Source: an optimization exercise on an open RTL-to-GDS flow (aim: small area and few clock cycles per item). Production flows keep margins and buffers that such runs may drop. Function was checked by simulation only, so behaviour that the tests miss may differ from the original. No activity file was given, so power comes from the tool's default toggle rates.

## design/flow/design.v

```verilog
package video_ram_pkg;
	localparam int unsigned DEF_PIXELS_PER_LINE = 64;
	localparam int unsigned DEF_BURST_LEN       = 16;
	localparam int unsigned DEF_BYTES_PER_LINE  = 4096;
	localparam logic [31:0] DEF_BASE_ADDR       = 32'h0010_0000;
	localparam int unsigned DEF_MAX_CREDITS     = 2;
	typedef logic [9:0] line_num_t;
	typedef struct packed {
		logic [7:0] red;
		logic [7:0] green;
		logic [7:0] blue;
		logic [7:0] luma;
	} pixel_t;
	typedef struct packed {
		logic      valid;
		logic      eol;
		line_num_t line_num;
		pixel_t    pix;
	} pix_in_t;
	typedef struct packed {
		logic        valid;
		logic        first;
		logic [31:0] addr;
		logic [31:0] data;
	} mem_beat_t;
	typedef struct packed {
		logic      valid;
		logic      first;
		logic [7:0] luma;
		line_num_t line_num;
	} luma_out_t;
	typedef enum logic [2:0] {
		WR_INIT       = 3'd0,
		WR_START_LINE = 3'd1,
		WR_REQUEST    = 3'd2,
		WR_WRITE      = 3'd3,
		WR_COMPLETE   = 3'd4
	} wr_state_e;
endpackage
`timescale 1ns/1ps
module line_capture #(
	parameter int unsigned PIXELS_PER_LINE = video_ram_pkg::DEF_PIXELS_PER_LINE
) (
	input  logic                               i_clk_100_bus,
	input  logic                               i_rst,
	input  video_ram_pkg::pix_in_t             i_pix,
	input  logic                               i_line_take,
	output logic                               o_wr_en,
	output logic                               o_wr_bank,
	output logic [$clog2(PIXELS_PER_LINE)-1:0] o_wr_addr,
	output logic                               o_line_ready,
	output logic                               o_rd_bank,
	output video_ram_pkg::line_num_t           o_rd_line_num
);
	localparam int unsigned ADDR_W = $clog2(PIXELS_PER_LINE);
	logic [ADDR_W-1:0] wr_addr_q;
	logic              wr_bank_q;
	logic [1:0]        line_cnt_q;
	logic              rd_bank_q;
	logic              next_rd_q;
	video_ram_pkg::line_num_t         bank_line_q [2];
	video_ram_pkg::line_num_t         rd_line_num_q;
	logic              line_done;
	assign line_done = i_pix.valid && i_pix.eol;
	always_ff @(posedge i_clk_100_bus or posedge i_rst)
	begin
		if (i_rst)
		begin
			wr_addr_q <= '0;
			wr_bank_q <= 1'b0;
		end
		else if (line_done)
		begin
			wr_addr_q <= '0;
			wr_bank_q <= ~wr_bank_q;
		end
		else if (i_pix.valid)
		begin
			wr_addr_q <= wr_addr_q + 1'b1;
		end
	end
	always_ff @(posedge i_clk_100_bus)
	begin
		if (line_done)
			bank_line_q[wr_bank_q] <= i_pix.line_num;
	end
	always_ff @(posedge i_clk_100_bus or posedge i_rst)
	begin
		if (i_rst)
		begin
			line_cnt_q <= 2'd0;
			rd_bank_q  <= 1'b0;
			next_rd_q  <= 1'b0;
		end
		else
		begin
			if (line_done && !i_line_take)
				line_cnt_q <= line_cnt_q + 1'b1;
			else if (!line_done && i_line_take)
				line_cnt_q <= line_cnt_q - 1'b1;
			if (i_line_take)
			begin
				rd_bank_q <= next_rd_q;
				next_rd_q <= ~next_rd_q;
			end
		end
	end
	always_ff @(posedge i_clk_100_bus)
	begin
		if (i_line_take)
			rd_line_num_q <= bank_line_q[next_rd_q];
	end
	assign o_wr_en       = i_pix.valid;
	assign o_wr_bank     = wr_bank_q;
	assign o_wr_addr     = wr_addr_q;
	assign o_line_ready  = (line_cnt_q != 2'd0);
	assign o_rd_bank     = rd_bank_q;
	assign o_rd_line_num = rd_line_num_q;
endmodule
`timescale 1ns/1ps
module line_store #(
	parameter int unsigned PIXELS_PER_LINE = video_ram_pkg::DEF_PIXELS_PER_LINE
) (
	input  logic                               i_clk_100_bus,
	input  logic                               i_wr_en,
	input  logic                               i_wr_bank,
	input  logic [$clog2(PIXELS_PER_LINE)-1:0] i_wr_addr,
	input  video_ram_pkg::pixel_t              i_wr_pix,
	input  logic                               i_rd_bank,
	input  logic [$clog2(PIXELS_PER_LINE)-1:0] i_rd_addr,
	output video_ram_pkg::pixel_t              o_rd_pix
);
	logic [31:0] mem [2*PIXELS_PER_LINE];
	video_ram_pkg::pixel_t rd_pix_q;
	always_ff @(posedge i_clk_100_bus)
	begin
		if (i_wr_en)
			mem[{i_wr_bank, i_wr_addr}] <= i_wr_pix;
	end
	always_ff @(posedge i_clk_100_bus)
	begin
		rd_pix_q <= mem[{i_rd_bank, i_rd_addr}];
	end
	assign o_rd_pix = rd_pix_q;
endmodule
`timescale 1ns/1ps
module burst_writer #(
	parameter int unsigned PIXELS_PER_LINE = video_ram_pkg::DEF_PIXELS_PER_LINE,
	parameter int unsigned BURST_LEN       = video_ram_pkg::DEF_BURST_LEN,
	parameter int unsigned BYTES_PER_LINE  = video_ram_pkg::DEF_BYTES_PER_LINE,
	parameter logic [31:0] BASE_ADDR       = video_ram_pkg::DEF_BASE_ADDR,
	parameter int unsigned MAX_CREDITS     = video_ram_pkg::DEF_MAX_CREDITS
) (
	input  logic                               i_clk_100_bus,
	input  logic                               i_rst,
	input  logic                               i_mem_ready,
	input  logic                               i_line_ready,
	input  video_ram_pkg::line_num_t           i_line_num,
	input  logic                               i_credit_return,
	input  video_ram_pkg::pixel_t              i_rd_pix,
	output logic                               o_line_take,
	output logic [$clog2(PIXELS_PER_LINE)-1:0] o_rd_addr,
	output video_ram_pkg::mem_beat_t           o_beat,
	output video_ram_pkg::luma_out_t           o_luma
);
	localparam int unsigned ADDR_W          = $clog2(PIXELS_PER_LINE);
	localparam int unsigned BEAT_W          = $clog2(BURST_LEN);
	localparam int unsigned BURSTS_PER_LINE = PIXELS_PER_LINE / BURST_LEN;
	localparam int unsigned BURST_CNT_W     = $clog2(BURSTS_PER_LINE + 1);
	localparam int unsigned CREDIT_W        = $clog2(MAX_CREDITS + 1);
	localparam logic [31:0] BYTES_PER_BURST = 32'(4 * BURST_LEN);
	video_ram_pkg::wr_state_e              state_q;
	video_ram_pkg::wr_state_e              state_d;
	logic [BURST_CNT_W-1:0] burst_cnt_q;
	logic [CREDIT_W-1:0]    credit_q;
	logic [ADDR_W-1:0]      rd_addr_q;
	logic [31:0]            addr_q;
	logic [31:0]            line_base;
	logic                   credit_take;
	logic                   last_beat;
	logic                   beat_valid_q;
	logic                   beat_first_q;
	logic                   luma_first_q;
	logic [31:0]            beat_addr_q;
	assign credit_take = (state_q == video_ram_pkg::WR_REQUEST) && (credit_q != '0);
	assign last_beat   = (rd_addr_q[BEAT_W-1:0] == BEAT_W'(BURST_LEN - 1));
	assign o_line_take = (state_q == video_ram_pkg::WR_START_LINE) && i_line_ready;
	always_comb
	begin
		state_d = state_q;
		case (state_q)
			video_ram_pkg::WR_INIT:       if (i_mem_ready) state_d = video_ram_pkg::WR_START_LINE;
			video_ram_pkg::WR_START_LINE: if (i_line_ready) state_d = video_ram_pkg::WR_REQUEST;
			video_ram_pkg::WR_REQUEST:    if (credit_take) state_d = video_ram_pkg::WR_WRITE;
			video_ram_pkg::WR_WRITE:      if (last_beat) state_d = video_ram_pkg::WR_COMPLETE;
			video_ram_pkg::WR_COMPLETE:
			begin
				if (burst_cnt_q == BURST_CNT_W'(BURSTS_PER_LINE))
					state_d = video_ram_pkg::WR_START_LINE;
				else
					state_d = video_ram_pkg::WR_REQUEST;
			end
			default:       state_d = video_ram_pkg::WR_INIT;
		endcase
	end
	assign line_base = BASE_ADDR + 32'(BYTES_PER_LINE) * 32'(i_line_num);
	always_ff @(posedge i_clk_100_bus or posedge i_rst)
	begin
		if (i_rst)
		begin
			state_q      <= video_ram_pkg::WR_INIT;
			burst_cnt_q  <= '0;
			credit_q     <= CREDIT_W'(MAX_CREDITS);
			rd_addr_q    <= '0;
			beat_valid_q <= 1'b0;
			beat_first_q <= 1'b0;
			luma_first_q <= 1'b0;
		end
		else
		begin
			state_q <= state_d;
			if (state_q == video_ram_pkg::WR_START_LINE)
				burst_cnt_q <= '0;
			else if (credit_take)
				burst_cnt_q <= burst_cnt_q + 1'b1;
			if (credit_take && !i_credit_return)
				credit_q <= credit_q - 1'b1;
			else if (!credit_take && i_credit_return)
				credit_q <= credit_q + 1'b1;
			if (state_q == video_ram_pkg::WR_START_LINE)
				rd_addr_q <= '0;
			else if (state_q == video_ram_pkg::WR_WRITE)
				rd_addr_q <= rd_addr_q + 1'b1;
			beat_valid_q <= (state_q == video_ram_pkg::WR_WRITE);
			beat_first_q <= (state_q == video_ram_pkg::WR_WRITE) && (rd_addr_q[BEAT_W-1:0] == '0);
			luma_first_q <= (state_q == video_ram_pkg::WR_WRITE) && (rd_addr_q == '0);
		end
	end
	always_ff @(posedge i_clk_100_bus)
	begin
		if (state_q == video_ram_pkg::WR_REQUEST && burst_cnt_q == '0)
			addr_q <= line_base;
		else if (state_q == video_ram_pkg::WR_COMPLETE)
			addr_q <= addr_q + BYTES_PER_BURST;
		beat_addr_q <= addr_q;
	end
	assign o_rd_addr = rd_addr_q;
	always_comb
	begin
		o_beat.valid   = beat_valid_q;
		o_beat.first   = beat_first_q;
		o_beat.addr    = beat_addr_q;
		o_beat.data    = {8'h00, i_rd_pix.red[7:2], 2'b00, i_rd_pix.green[7:2], 2'b00,
			i_rd_pix.blue[7:2], 2'b00};
		o_luma.valid    = beat_valid_q;
		o_luma.first    = luma_first_q;
		o_luma.luma     = i_rd_pix.luma;
		o_luma.line_num = i_line_num;
	end
endmodule
`timescale 1ns/1ps
module video_to_ram #(
	parameter int unsigned PIXELS_PER_LINE = video_ram_pkg::DEF_PIXELS_PER_LINE,
	parameter int unsigned BURST_LEN       = video_ram_pkg::DEF_BURST_LEN,
	parameter int unsigned BYTES_PER_LINE  = video_ram_pkg::DEF_BYTES_PER_LINE,
	parameter logic [31:0] BASE_ADDR       = video_ram_pkg::DEF_BASE_ADDR,
	parameter int unsigned MAX_CREDITS     = video_ram_pkg::DEF_MAX_CREDITS
) (
	input  logic        i_clk_100_bus,
	input  logic        i_rst,
	input  logic        i_pix_valid,
	input  logic        i_pix_eol,
	input  logic [9:0]  i_pix_line_num,
	input  logic [7:0]  i_pix_red,
	input  logic [7:0]  i_pix_green,
	input  logic [7:0]  i_pix_blue,
	input  logic [7:0]  i_pix_luma,
	input  logic        i_mem_ready,
	input  logic        i_credit_return,
	output logic        o_beat_valid,
	output logic        o_beat_first,
	output logic [31:0] o_beat_addr,
	output logic [31:0] o_beat_data,
	output logic        o_luma_valid,
	output logic        o_luma_first,
	output logic [7:0]  o_luma_luma,
	output logic [9:0]  o_luma_line_num
);
	localparam int unsigned ADDR_W = $clog2(PIXELS_PER_LINE);
	video_ram_pkg::pix_in_t   i_pix;
	video_ram_pkg::mem_beat_t o_beat;
	video_ram_pkg::luma_out_t o_luma;
	assign i_pix = {i_pix_valid, i_pix_eol, i_pix_line_num,
		i_pix_red, i_pix_green, i_pix_blue, i_pix_luma};
	assign o_beat_valid    = o_beat.valid;
	assign o_beat_first    = o_beat.first;
	assign o_beat_addr     = o_beat.addr;
	assign o_beat_data     = o_beat.data;
	assign o_luma_valid    = o_luma.valid;
	assign o_luma_first    = o_luma.first;
	assign o_luma_luma     = o_luma.luma;
	assign o_luma_line_num = o_luma.line_num;
	logic              wr_en;
	logic              wr_bank;
	logic [ADDR_W-1:0] wr_addr;
	logic              line_ready;
	logic              line_take;
	logic              rd_bank;
	video_ram_pkg::line_num_t         rd_line_num;
	logic [ADDR_W-1:0] rd_addr;
	video_ram_pkg::pixel_t            rd_pix;
	line_capture #(
		.PIXELS_PER_LINE (PIXELS_PER_LINE)
	) u_capture (
		.i_clk_100_bus (i_clk_100_bus),
		.i_rst         (i_rst),
		.i_pix         (i_pix),
		.i_line_take   (line_take),
		.o_wr_en       (wr_en),
		.o_wr_bank     (wr_bank),
		.o_wr_addr     (wr_addr),
		.o_line_ready  (line_ready),
		.o_rd_bank     (rd_bank),
		.o_rd_line_num (rd_line_num)
	);
	line_store #(
		.PIXELS_PER_LINE (PIXELS_PER_LINE)
	) u_store (
		.i_clk_100_bus (i_clk_100_bus),
		.i_wr_en       (wr_en),
		.i_wr_bank     (wr_bank),
		.i_wr_addr     (wr_addr),
		.i_wr_pix      (i_pix.pix),
		.i_rd_bank     (rd_bank),
		.i_rd_addr     (rd_addr),
		.o_rd_pix      (rd_pix)
	);
	burst_writer #(
		.PIXELS_PER_LINE (PIXELS_PER_LINE),
		.BURST_LEN       (BURST_LEN),
		.BYTES_PER_LINE  (BYTES_PER_LINE),
		.BASE_ADDR       (BASE_ADDR),
		.MAX_CREDITS     (MAX_CREDITS)
	) u_writer (
		.i_clk_100_bus   (i_clk_100_bus),
		.i_rst           (i_rst),
		.i_mem_ready     (i_mem_ready),
		.i_line_ready    (line_ready),
		.i_line_num      (rd_line_num),
		.i_credit_return (i_credit_return),
		.i_rd_pix        (rd_pix),
		.o_line_take     (line_take),
		.o_rd_addr       (rd_addr),
		.o_beat          (o_beat),
		.o_luma          (o_luma)
	);
endmodule
```

## design/flow/run.sh

```bash
#!/bin/bash
# synth_recipe.tcl (not shown) runs the flow's synth.tcl, then flattens the netlist and writes it again
# the make line also repeats each setting of config.mk as NAME=value (left out here)
make -C /OpenROAD-flow-scripts/flow DESIGN_CONFIG=/design/flow/config.mk WORK_HOME=/design/flow/orfs CLKGATE_MAP_FILE= SYNTH_SCRIPT=/design/flow/synth_recipe.tcl finish
```

## design/flow/config.mk

```make
export PLATFORM = sky130hd
export DESIGN_NAME = video_to_ram
export DESIGN_NICKNAME = video_to_ram
export VERILOG_FILES = /design/flow/design.v
export SDC_FILE = /design/flow/constraint.sdc
export NUM_CORES = 4
export LEC_CHECK = 0
export CAP_MARGIN = 20
export CORE_MARGIN = 2
export CORE_UTILIZATION = 40
export SLEW_MARGIN = 20
```

## design/flow/constraint.sdc

```tcl
create_clock -name core_clock -period 10.0 [get_ports {i_clk_100_bus}]
set_input_delay 2.0000 -clock core_clock [delete_from_list [all_inputs] [get_ports {i_clk_100_bus}]]
set_output_delay 2.0000 -clock core_clock [all_outputs]
set_load 0.01 [all_outputs]
```

==> notes.md <==
Outcome:
- The run finished with no timing, DRC or antenna violations.

Setup path:
- The most critical setup path has its startpoint at u_writer.rd_addr_q[0]$_DFFE_PP0P_.
- The top fanout value on the critical path is 96.
- The type of the worst setup path is flop to flop.
- The register-to-register setup slack is 5.14 ns.
- The sort of element at the end of the critical path is a flop.
- STA puts the critical path data required time at 10.68 ns.
- The worst register-to-register path begins at u_writer.rd_addr_q[0]$_DFFE_PP0P_.
- The signal on the critical path passes through buf_4 -> buf_12 -> mux4_2 -> mux2i_1 -> o221ai_1 -> a221oi_2 -> a22oi_1.
- The data arrival time of the critical path is 5.54 ns.
- The depth of the worst register-to-register path is 7.
- The endpoint identified for the worst register-to-register timing path is u_store.rd_pix_q[26]$_DFF_P_.
- The longest individual stage delay on the worst path is 0.98 ns.
- The worst setup path is launched from a flop.
- The cell with the largest stage delay on the worst path is a221oi_2.

Routing:
- After detailed routing, the average wire length per cell comes to 31.75 um.
- The total detailed-routing wirelength is 357400 um.
- The detail-routed via count per cell is 5.810.
- The number of remaining DRC errors is 0.
- The detailed-router iteration count before antenna repair is 7.
- The initial DRC count is 8132.
- Once detail routing completed, the nets flagged for antenna violations numbered 0.
- The routed layout has 65398 vias.

GRT:
- The via count of the first global-routing pass was 65070.
- Global routing used 20.85% of the available tracks.
- The initial antenna violation count came to 23.
- The largest net degree at the start of global routing is 106.
- The aggregate global routing overflow is 0.
- The first-pass GRT wire length is 500100 um.

Clock network:
- The clock sink count is 3464.
- The longest clock path from root to sink contains 4 buffers.
- The latest clock arrival within the worst-skew pair is 0.95 ns.
- The number of clock buffers inserted by TritonCTS is 348.
- TritonCTS built the clock tree.
- The root buffer cell chosen for the clock tree is clkbuf_16.
- The number of gates given a new drive strength after cts is 0.
- The number of hold-repair buffers added at the cts stage is 0.
- The H-tree depth reported by CTS is 5.
- After clock tree synthesis, the clock-pin slew on the worst setup and hold paths is 0.06 ns.
- The post-CTS setup repair buffer count is 0.

STA:
- The routed design could run at a clock period as short as 4.864 ns.
- The number of hold violations in the final report was 0.
- Summed over all failing endpoints, the final setup total negative slack is 0 ns.
- Setup violations remaining at the end of the flow were counted as 0.
- The worst relative slew slack is 13.10%.
- Setup repair after global routing left no endpoint under its margin.
- Clock skew on the completed layout was measured at 0.05483 ns.
- The worst-margin pin slew is 1.303 ns.
- Static timing analysis puts the maximum clock frequency at 205.6 MHz.
- After layout, the worst path uses 48.64% of the clock period.
- The number of pins exceeding their max-slew limit in the final report is 0.

Place:
- The cell count after placement is 10584.
- The half-perimeter wire length after detailed placement is 207300 um.
- At the end of routability-driven placement, the weighted congestion stood at 0.8275.
- The count of port buffers added during placement is 107.

Die:
- The floorplan step defined a core boundary enclosing 330500 sq um.
- The die covers 336800 sq um.
- For this configuration, the core starts out at a cell density of 40.20%.
- The vertical die dimension is 580.3 um.
- In this run the count of I/O pins placed on the die edge is 134.
- The die is 580.3 um wide.
- The standard-cell row count is 211.

Final layout:
- The number of standard cells in the layout, taps in and fillers out is 11257.
- Of the cells placed in the final design, the portion with a size suffix greater than 1 is 24.10%.
- The final net count is 6646.
- The post-synthesis to final-layout area growth is 14.16%.
- The top cell types in the final layout, fill and taps aside, are 3384 x edfxtp_1, 662 x mux4_2, 351 x clkbuf_16.
- The most common library cell in the layout ignoring fill and taps is edfxtp_1.

Logic synthesis:
- The synthesized flop and latch total is 3464.
- The sequential-to-total area share from yosys stat is 77.79%.
- The share of the synthesized area in the top cell type is 76.48%.
- The count of distinct cell types in the synthesized netlist is 72.
- The dominant cell type by area after synthesis is edfxtp_1.
- The cell count after synthesis is 6252.
- By area the synthesized netlist is led by edfxtp_1 76%, mux4_2 11%, mux2i_1 2.6%, dfxtp_1 0.78%, a22oi_1 0.72%.
- The post-synthesis average cell area is 21.25 sq um.
- The share of flip-flops with an asynchronous set or reset after synthesis is 0.8083%.
- Yosys mapped a number of flops with a built-in enable equal to 3384.
- The combined area of all synthesized cells is 132900 sq um.
- Among all flip-flop cells after synthesis, the most frequent one is edfxtp_1.
- The warning count from the yosys run is 3.

Power and ir drop:
- For this design the static power due to leakage is 0.04719 uW.
- Dividing total power by cell area gives a power density of 244.4 nW/um^2.
- Overall power consumption after layout is estimated at 37070 uW.
- The worst ir drop on vdd is 0.1876 mV.

Worst hold path:
- The path with the worst hold slack has its endpoint at u_writer.beat_addr_q[31]$_DFF_P_.
- Counting instances, the worst hold path has a depth of 0.
- In this run the worst hold path is classified as flop to flop.
- The worst hold path begins at u_writer.addr_q[31]$_SDFFCE_PP0P_.

Job:
- Max-cap violations in this run came to 0.
## worst max path at each step
stage          slack (ns)  depth (start not counted)                              to
6_report             5.14                          7    u_store.rd_pix_q[26]$_DFF_P_
5_1_grt              5.08                          7    u_store.rd_pix_q[26]$_DFF_P_
4_1_cts              5.02                          7    u_store.rd_pix_q[26]$_DFF_P_
3_5_place_dp         4.43                          6  u_store.mem[127][20]$_DFFE_PP_
3_3_place_gp         4.51                          6   u_store.mem[127][4]$_DFFE_PP_
2_1_floorplan        4.84                          5    u_store.mem[95][0]$_DFFE_PP_
## Yosys cell counts, types with 14 or more instances
| master | number |
|---|---|
| dfrtp_1 | 27 |
| mux4_2 | 662 |
| a21oi_1 | 124 |
| nand2_1 | 222 |
| a211o_1 | 18 |
| edfxtp_1 | 3384 |
| buf_2 | 87 |
| a211oi_1 | 73 |
| buf_1 | 25 |
| inv_1 | 19 |
| o41ai_1 | 16 |
| a22o_1 | 46 |
| and3_1 | 19 |
| nor2b_1 | 49 |
| xnor2_1 | 22 |
| buf_4 | 66 |
| o21ai_0 | 62 |
| o22ai_1 | 46 |
| mux2_2 | 67 |
| a22oi_1 | 127 |
| mux2i_1 | 349 |
| a221oi_1 | 22 |
| nor2_1 | 174 |
| clkbuf_1 | 126 |
| o221ai_1 | 60 |
| nand3_1 | 63 |
| buf_6 | 63 |
| a31oi_1 | 14 |
| dfxtp_1 | 52 |
## worst max-delay path: cells and delay by family, from the launching register on
family / cells / cell delay [ns]
compound gates: 3 / 1.68
mux: 2 / 0.98
buf+inv: 2 / 1.14
flops: 1 / 0.76
## power by group
part           internal [uW]  switching (uW)
combinational           3360            4420
clock                   7240            5530
sequential             16200             290
## registers in the layout, indices dropped and copies added (netlist names), 6 cells and up
register,cells
u_capture.rd_line_num_q,10
u_writer.beat_addr_q,26
u_store.rd_pix_q,26
u_capture.wr_addr_q,6
u_writer.rd_addr_q,6
u_writer.addr_q,26
u_store.mem,3328
u_capture.bank_line_q,20
## layer usage
layer / global-route usage (%) / up-vias / wire length (um)
met3: 3.322 / 473 / 27700
met2: 33.93 / 2823 / 173500
met4: 7.347 / 12 / 12490
li1: - / 26773 / -
met5: 0 / - / 72
met1: 28.54 / 35317 / 143600
## per-stage QoR
| stage | worst slack, ns | utilization (%) | instance area, sq um | hold slack (ns) |
|---|---|---|---|---|
| detailed placement | 4.426 | 42.35 | 140000 | 0.3973 |
| CTS | 5.020 | 45.72 | 151100 | 0.4126 |
| floorplan | 4.840 | - | 132900 | 0.3690 |
| global route | 5.079 | 45.88 | 151600 | 0.4297 |
| finish | 5.136 | 45.89 | 151700 | 0.4140 |
| global placement | 4.515 | 42.27 | 139700 | 0.3867 |
## area by class of cell
cell class / count / area [sq um]
clock inverters: 170 / 1773
well taps: 4366 / 5463
clock buffers: 466 / 9355
multi-input cells: 2409 / 28040
diodes: 16 / 40.04
flip-flops and latches: 3464 / 103400
repair buffers: 343 / 3536
fillers: 27302 / 178900
inverters: 23 / 93.84
## kinds of logic (layout without fill, tap and decap cells)
logic type | Yosys count | after routing | synth area share, %
other cells | 1 | 36 | 0.002822
simple gates | 614 | 614 | 2.167
buf+inv | 398 | 1002 | 1.820
compound gates | 653 | 653 | 3.485
flops | 3464 | 3464 | 77.79
xor+xnor | 35 | 35 | 0.2307
fa+ha+maj | 9 | 9 | 0.08475
mux | 1078 | 1078 | 14.42
Testbench counts, summed over its fixed seeds: cycles 23,872, lines 320.

## afterwards: timing with drivers on the ports
The results above use ideal ports. As a check the final layout listed here was re-extracted and re-timed, cells and wires unchanged. Step 1 (the two cells are an assumption about what drives the block):
set clk [get_ports {i_clk_100_bus}]
set_driving_cell -lib_cell sky130_fd_sc_hd__clkbuf_16 $clk
set_driving_cell -lib_cell sky130_fd_sc_hd__buf_2 [delete_from_list [all_inputs] $clk]
Step 2 also shifts input and output timing later by t, the mid clock arrival at the registers, as if the neighbouring blocks saw the same clock. Slacks: no drivers / after step 1 / after step 2; pairs: no drivers / after step 1.
t (ns): 1.031
slack for setup (ns): 5.136 / 5.136 / 4.344
worst setup path at the end: input to register
worst slew at a driven data input, ns: 0.24
After both steps this run still meets setup and hold. The setup slack of this run moves by 0.000 ns with the drivers and by -0.792 ns with both steps.
